Context: an optimization exercise on an open-source flow, tuned for small area, a short achievable clock period and few clock cycles per item. The choices shown serve that exercise and are no tape-out recipe. RTL that was checked went through simulation tests only; none was proved equivalent to the original. Only the layout flow was run in run 1; the RTL was not checked for function there. No activity file was given, so power comes from the tool's default toggle rates.

==> flow/design.v (outline; a module is shown in full before it is edited, if it fits) <==
// module two_point_weight_conversion: 1660 lines
module two_point_weight_conversion #(
    parameter int SAMPLE_BITS = 16
) (
    input  logic                   clk,
    input  logic                   rst_n,
    input  logic                   cfg_we,
    input  logic [1:0]             cfg_index,
    input  logic [15:0]            cfg_data,
    input  logic                   in_valid,
    output logic                   in_stall,
    input  logic [SAMPLE_BITS-1:0] adc_sample,
    output logic                   out_valid,
    input  logic                   out_stall,
    output logic [31:0]            weight_value,
    output logic                   below_zero,
    output logic                   span_error
);
  // ...
==> flow/flow/run.sh <==
#!/bin/bash
# Standard layout, with timing repair aimed at a setup slack of 6.3 ns.
set -euo pipefail
bash standard.sh SETUP_SLACK_MARGIN=6.3 finish > standard_flow.log 2>&1
test -f out/final.def
==> flow/standard.sh <==
#!/bin/bash
# synth_recipe.tcl (not shown) runs the flow's synth.tcl, then flattens the netlist and writes it again
# the make line also repeats each setting of config.mk as NAME=value (left out here)
make -C /OpenROAD-flow-scripts/flow DESIGN_CONFIG=/design/flow/config.mk WORK_HOME=/design/flow/orfs CLKGATE_MAP_FILE= SYNTH_SCRIPT=/design/flow/synth_recipe.tcl "${@:-finish}"
==> flow/config.mk <==
export PLATFORM = sky130hd
export DESIGN_NAME = two_point_weight_conversion
export DESIGN_NICKNAME = two_point_weight_conversion
export VERILOG_FILES = /design/flow/design.v
export SDC_FILE = /design/flow/constraint.sdc
export NUM_CORES = 4
export LEC_CHECK = 0
export CAP_MARGIN = 20
export CORE_MARGIN = 2
export CORE_UTILIZATION = 40
export SLEW_MARGIN = 20
==> flow/constraint.sdc <==
create_clock -name core_clock -period 10.0 [get_ports {clk}]
set_input_delay 2.0000 -clock core_clock [delete_from_list [all_inputs] [get_ports {clk}]]
set_output_delay 2.0000 -clock core_clock [all_outputs]
set_load 0.01 [all_outputs]
==> results.cfg, run 1 <==
[critical_path]
critPathTopFamily = compound AO/OA/AOI/OAI gates
critPathSlowestCell = fa_1
r2r_setup_slack_ns = 6.31
critical-path-max-stage-delay_ns = 0.45
end_kind = flop
crit_type = reg2reg
cpMostUsedCell = buf_12

[clocking]
cts_sinks = 945

[layout]
sh_seq_area_pct = 38.89
final_cell_count_no_fill = 7738
utilization_pct = 45.69
n_all_buffers = 216

[yosys]
async_reset_ff_share_pct = 8.254
synth_seq_cells = 945
netlist_top_cells_area = edfxtp_1, fa_1, ha_1
ys_warn_count = 2
synthCells = 5451

[placed_design]
preCtsSetupSlack_ns = 5.424

[die]
die_x_um = 401.7
fp.dieArea_um2 = 161400
rows = 145
start_util_pct = 40.41

[sta]
grt_setup_unrepaired = true
max_slew_margin_pct = 23.77

[route]
ant_nets = 0
top_layer = met5

[status]
status = no timing/DRC/antenna violations

[pwr]
leakage_nw = 30.49
clkPwrFrac_pct = 14.1
==> inputs of run 2 (changes only) <==
--- a/flow/design.v
+++ b/flow/design.v
@@ -1603,29 +1603,37 @@
     assign kd_174 = kd_114 & kp_0[29];
     logic [31:0] kb_s, kb_c;
     assign kb_s = {kp_0[31], kd_174, kd_172, kd_170, kd_168, kd_166, kd_164, kd_162, kd_160, kd_158, kd_156, kd_154, kd_152, kd_150, kd_148, kd_146, kd_144, kd_142, kd_140, kd_138, kd_136, kd_134, kd_132, kd_130, kd_128, kd_126, kd_124, kd_122, kd_120, kd_118, kd_116, kd_115};
     assign kb_c = {1'b0, kp_0[30], kd_173, kd_171, kd_169, kd_167, kd_165, kd_163, kd_161, kd_159, kd_157, kd_155, kd_153, kd_151, kd_149, kd_147, kd_145, kd_143, kd_141, kd_139, kd_137, kd_135, kd_133, kd_131, kd_129, kd_127, kd_125, kd_123, kd_121, kd_119, kd_117, dn_5[0]};
     logic [31:0] kcs_s, kcs_c;
     logic        rt0_r;
     logic        rt0;
     assign rt0 = (r5 == 17'd0) || (r5 == ~{1'b0, m_r});
+    logic [8:0]  klo1;
+    assign klo1 = {1'b0, kb_s[7:0]} + {1'b0, kb_c[7:0]};
+    logic [7:0]  kl1_r;
+    logic        kc1_r;
     always_ff @(posedge clk)
     begin
         if (en)
         begin
             kcs_s <= kb_s;
             kcs_c <= kb_c;
             rt0_r <= rt0;
+            kl1_r <= klo1[7:0];
+            kc1_r <= klo1[8];
         end
     end
     logic [31:0] kx2;
     logic [30:0] q_next, q_r, sq_r;
     logic        qb_next, qb_r, sqb_r;
-    assign kx1 = kcs_s + kcs_c;
+    logic [24:0] kh1;
+    assign kh1 = {kcs_s[31:8], kc1_r} + {kcs_c[31:8], kc1_r};
+    assign kx1 = {kh1[24:1], kl1_r};
     assign kx2 = (~kcs_s) + (~kcs_c) + {31'd0, rt0_r} + 32'd1;
     assign q_next  = kx1[31] ? kx2[30:0] : kx1[30:0];
     assign qb_next = kx1[31];
     assign take = !out_v || !out_stall;
     assign inc  = en && v_r[8];
     assign os_v_next = take ? 1'b0 : (os_v || inc);
     always_ff @(posedge clk)
     begin
==> flow/flow/run.sh (replaced) <==
#!/bin/bash
# Standard layout, with timing repair aimed at a setup slack of 6.4 ns.
set -euo pipefail
bash standard.sh SETUP_SLACK_MARGIN=6.4 finish > standard_flow.log 2>&1
test -f out/final.def
==> run 2 against run 1 <==
- clock power rose by 7.8%
- worst setup slack improved by 0.061 ns
- hold slack better by 0.021 ns
- highest routed layer is now met4
- clock skew rose by 0.0019 ns
- die area fell by 0.16%
- combinational power is 3% higher
- largest power group unchanged
- first-iteration DRC count is 5.6% lower
- synthesized cell count shrank 0.70%
- design area is 0.80% higher
==> results.cfg, run 2 <==
[placed_design]
place_inst = 7414
gp_congestion = 0.8939
io_buffers = 73
dp_hpwl_mm = 120.9
postPlaceCellArea_um2 = 66240

[route]
firstDrtPassIters = 6
drc = 0
drt_iter0_markers = 3347
ant_nets = 0
drt_wl_total_mm = 165.0
wl_per_cell_um = 21.34
vias_per_cell = 5.299
num_vias = 40970

[grt]
grt_pass1_vias = 42227
gr-usage-all-layers_pct = 20.39
antenna_found_initial = 9
grt_max_degree = 173
grt_pass1_wl_mm = 250.7
grt_remaining_overflow = 0

[clocking]
cts_tree = done
cts_sinks = 954
clk_pin_slew_ns = 0.06
clk_path_buf_depth = 3
insertion_delay_ns = 0.76
htreeDepth = 3
cts_buffers = 105
root_buffer = clkbuf_16

[layout]
final_cell_count_no_fill = 7732
utilization_pct = 46.06
final_cell_mix = edfxtp_1, inv_1, nand2_1
top_regs = kc_r: 32 flops, kcs_s: 32 flops, kp_0: 32 flops
nets = 6535
final_area_um2 = 72110
area_delta_synth_final_pct = 14.17
nFillCells = 14134
final_layout_size_suffix_gt1_share_pct = 11.39
final_common_cell = edfxtp_1

[die]
core-area_um2 = 156600
start_util_pct = 40.34
rows = 145
die_x_um = 401.4
die_h_um = 401.4
io_pins = 75
fp.dieArea_um2 = 161100

[critical_path]
timing.rr.start = kcs_s[24]$_DFFE_PN_
critPathSlowestCell = ha_1
crit_chain = inv_1, ha_1, nand4_1, nor2_1, nand3_1, o311ai_2, a31o_1, a21oi_4, xnor2_4, buf_16, buf_12, mux2_1, mux2_2
crit_type = reg2reg
cp-start-kind = flop
crit_path_max_fanout = 5
r2r-end = q_r[20]$_DFFE_PN_
reg2regPathDepth = 13
end_kind = flop
critical_path_required_ns = 10.48
crit_cells = 13
critical-path-max-stage-delay_ns = 0.42
critPathTopFamily = compound AO/OA/AOI/OAI gates
r2r_setup_slack_ns = 6.38
crit_arrival_ns = 4.11
path_buf_inv = 3

[yosys]
synth_edf_count = 858
yosysUniqueCellTypes = 94
netlist_top_cells_area = edfxtp_1, fa_1, ha_1
synth_top_area_share_pct = 40.79
ys.flop_type = edfxtp_1
ys_warn_count = 2
synth_seq_cells = 954
synthCells = 5413
yosys.area.top_type = edfxtp_1
synth_commonest_cells = edfxtp_1, inv_1, nand2_1
synth_nets = 6369
synthMostInstantiatedCell = edfxtp_1
ys_seq_area_share_pct = 44.46
synth_area_um2 = 63160
avgSynthCellArea_um2 = 11.67
async_reset_ff_share_pct = 8.176

[sta]
finalHoldViolCount = 0
maxSlewViolCount = 0
setup_viol = 0
setup_tns_ns = 0
grt_setup_unrepaired = true
fmax_ghz = 0.2759
max_slew_margin_pct = 25.43
fin_crit_ns = 3.625
fin_worst_skew_ns = 0.06099
fin_crit_sh_pct = 36.25
tightest_slew_ns = 1.119

[pwr]
swShare_pct = 41.38
ir_drop_mv = 0.2052
leakage_nw = 31.09
power.internal_mw = 16.53
clkPwrFrac_pct = 14.7
seqPwrFrac_pct = 27.2
p_switching_mw = 11.67
power.total_mw = 28.20
p_per_area_nw_per_um2 = 391.0
p_comb_share_pct = 58.0

[worst_hold_path]
worstHoldPathCells = 0
hp-class = reg2reg
hold_path_end = kp_0[30]$_DFFE_PN_
min-delay-start = kc_r[30]$_DFFE_PP_

[status]
status = no timing/DRC/antenna violations

[flow_run]
drv_cap = 0
## run 2: area by class of cell
type | instances | area [µm²] | share of cell area, %
multi-input cells | 3507 | 32360 | 44.88
repair buffers | 244 | 2440 | 3.384
clock buffers | 135 | 2903 | 4.026
diodes | 2 | 5.005 | 0.006941
well taps | 2058 | 2575 | 3.571
inverters | 767 | 2889 | 4.007
clock inverters | 65 | 848.3 | 1.176
flip-flops and latches | 954 | 28080 | 38.95
## run 2: how the worst max path moves through the flow
stage,slack [ns],startpoint,to
2_1_floorplan,6.44,m_r[4]$_DFFE_PP_,e0_r[10]$_DFFE_PP_
3_3_place_gp,5.80,m_r[1]$_DFFE_PP_,e0_r[0]$_DFFE_PP_
3_5_place_dp,5.74,m_r[1]$_DFFE_PP_,e1_r[7]$_DFFE_PP_
4_1_cts,6.23,kcs_c[8]$_DFFE_PN_,q_r[14]$_DFFE_PN_
5_1_grt,6.21,kcs_s[23]$_DFFE_PN_,q_r[20]$_DFFE_PN_
6_report,6.38,kcs_s[24]$_DFFE_PN_,q_r[20]$_DFFE_PN_
## run 2: cell families after synthesis
group | Yosys count | share of synthesized area (%)
simple gates | 1308 | 9.457
mux | 184 | 3.179
buf+inv | 953 | 5.814
other cells | 1 | 0.005937
fa+ha+maj | 917 | 24.75
xor+xnor | 296 | 4.105
compound gates | 800 | 8.231
flops | 954 | 44.46
## run 2: layer usage
layer	track usage, %	share of wire, %	vias up
met5	0	0	-
met4	7.243	3.6	0
met3	3.398	6.6	289
met2	33.78	48	1343
met1	27.04	42	20752
li1	-	-	18586
## run 2: worst reg2reg max path: cells and delay by family, from the launching register on
kind            cells  cell delay, ns
mux                 2            0.60
simple gates        3            0.59
fa+ha+maj           1            0.42
buf+inv             3            0.33
flops               1            0.38
xor+xnor            1            0.37
compound gates      3            0.69
## run 2: timing repair
action | CTS | global route
pin swaps | 22 | 54
setup buffers | 50 | 58
hold buffers | 0 | 0
setup endpoints to repair | 239 | 174
cloned | 4 | 3
gates resized for setup | 120 | 139
## run 2: power by group through the flow
stage | Clock, mW | Sequential [mW] | Combinational [mW]
floorplan | 0 | 7.33 | 11.0
global placement | 0 | 7.85 | 14.5
detailed placement | 0 | 7.87 | 14.8
CTS | 4.25 | 7.73 | 15.5
global route | 4.40 | 7.79 | 18.4
finish | 4.16 | 7.68 | 16.4
## run 2: stage by stage
| stage | setup WS, ns | hold slack, ns |
|---|---|---|
| after detailed placement | 5.745 | 0.4045 |
| after global routing | 6.211 | 0.4189 |
| after CTS | 6.230 | 0.4121 |
| after global placement | 5.797 | 0.4009 |
| after floorplan | 6.440 | 0.4003 |
| final | 6.375 | 0.4112 |
Testbench counts of run 2, summed over its fixed seeds: cycles 11,424, items 9,600.

==> what the ideal ports hide <==
In the flow no input, the clock included, has a driving cell. The finished layouts below were timed again as built, in two steps. Step 1: set_driving_cell puts a clkbuf_16 on clk and a buf_2 on each other input, an assumption about the parent block. Step 2 times the ports against the registers' clock, not the clock port: input delays grow and output delays shrink by t, the midpoint of the rising clock arrivals with the driver on. Slacks: ideal ports / drivers / drivers and shift; pairs: ideal ports / drivers.
| run | t (ns) | slack for setup (ns) | pins driven straight from the clock port |
|---|---|---|---|
| run 1 | 0.816 | 6.314 / 6.262 / 6.016 | 1 |
| run 2 | 0.802 | 6.375 / 6.375 / 5.961 | 1 |
After both steps every run listed still meets setup and hold. The setup slack of run 2, which loses most, moves by 0.000 ns with the drivers and by -0.414 ns with both steps.
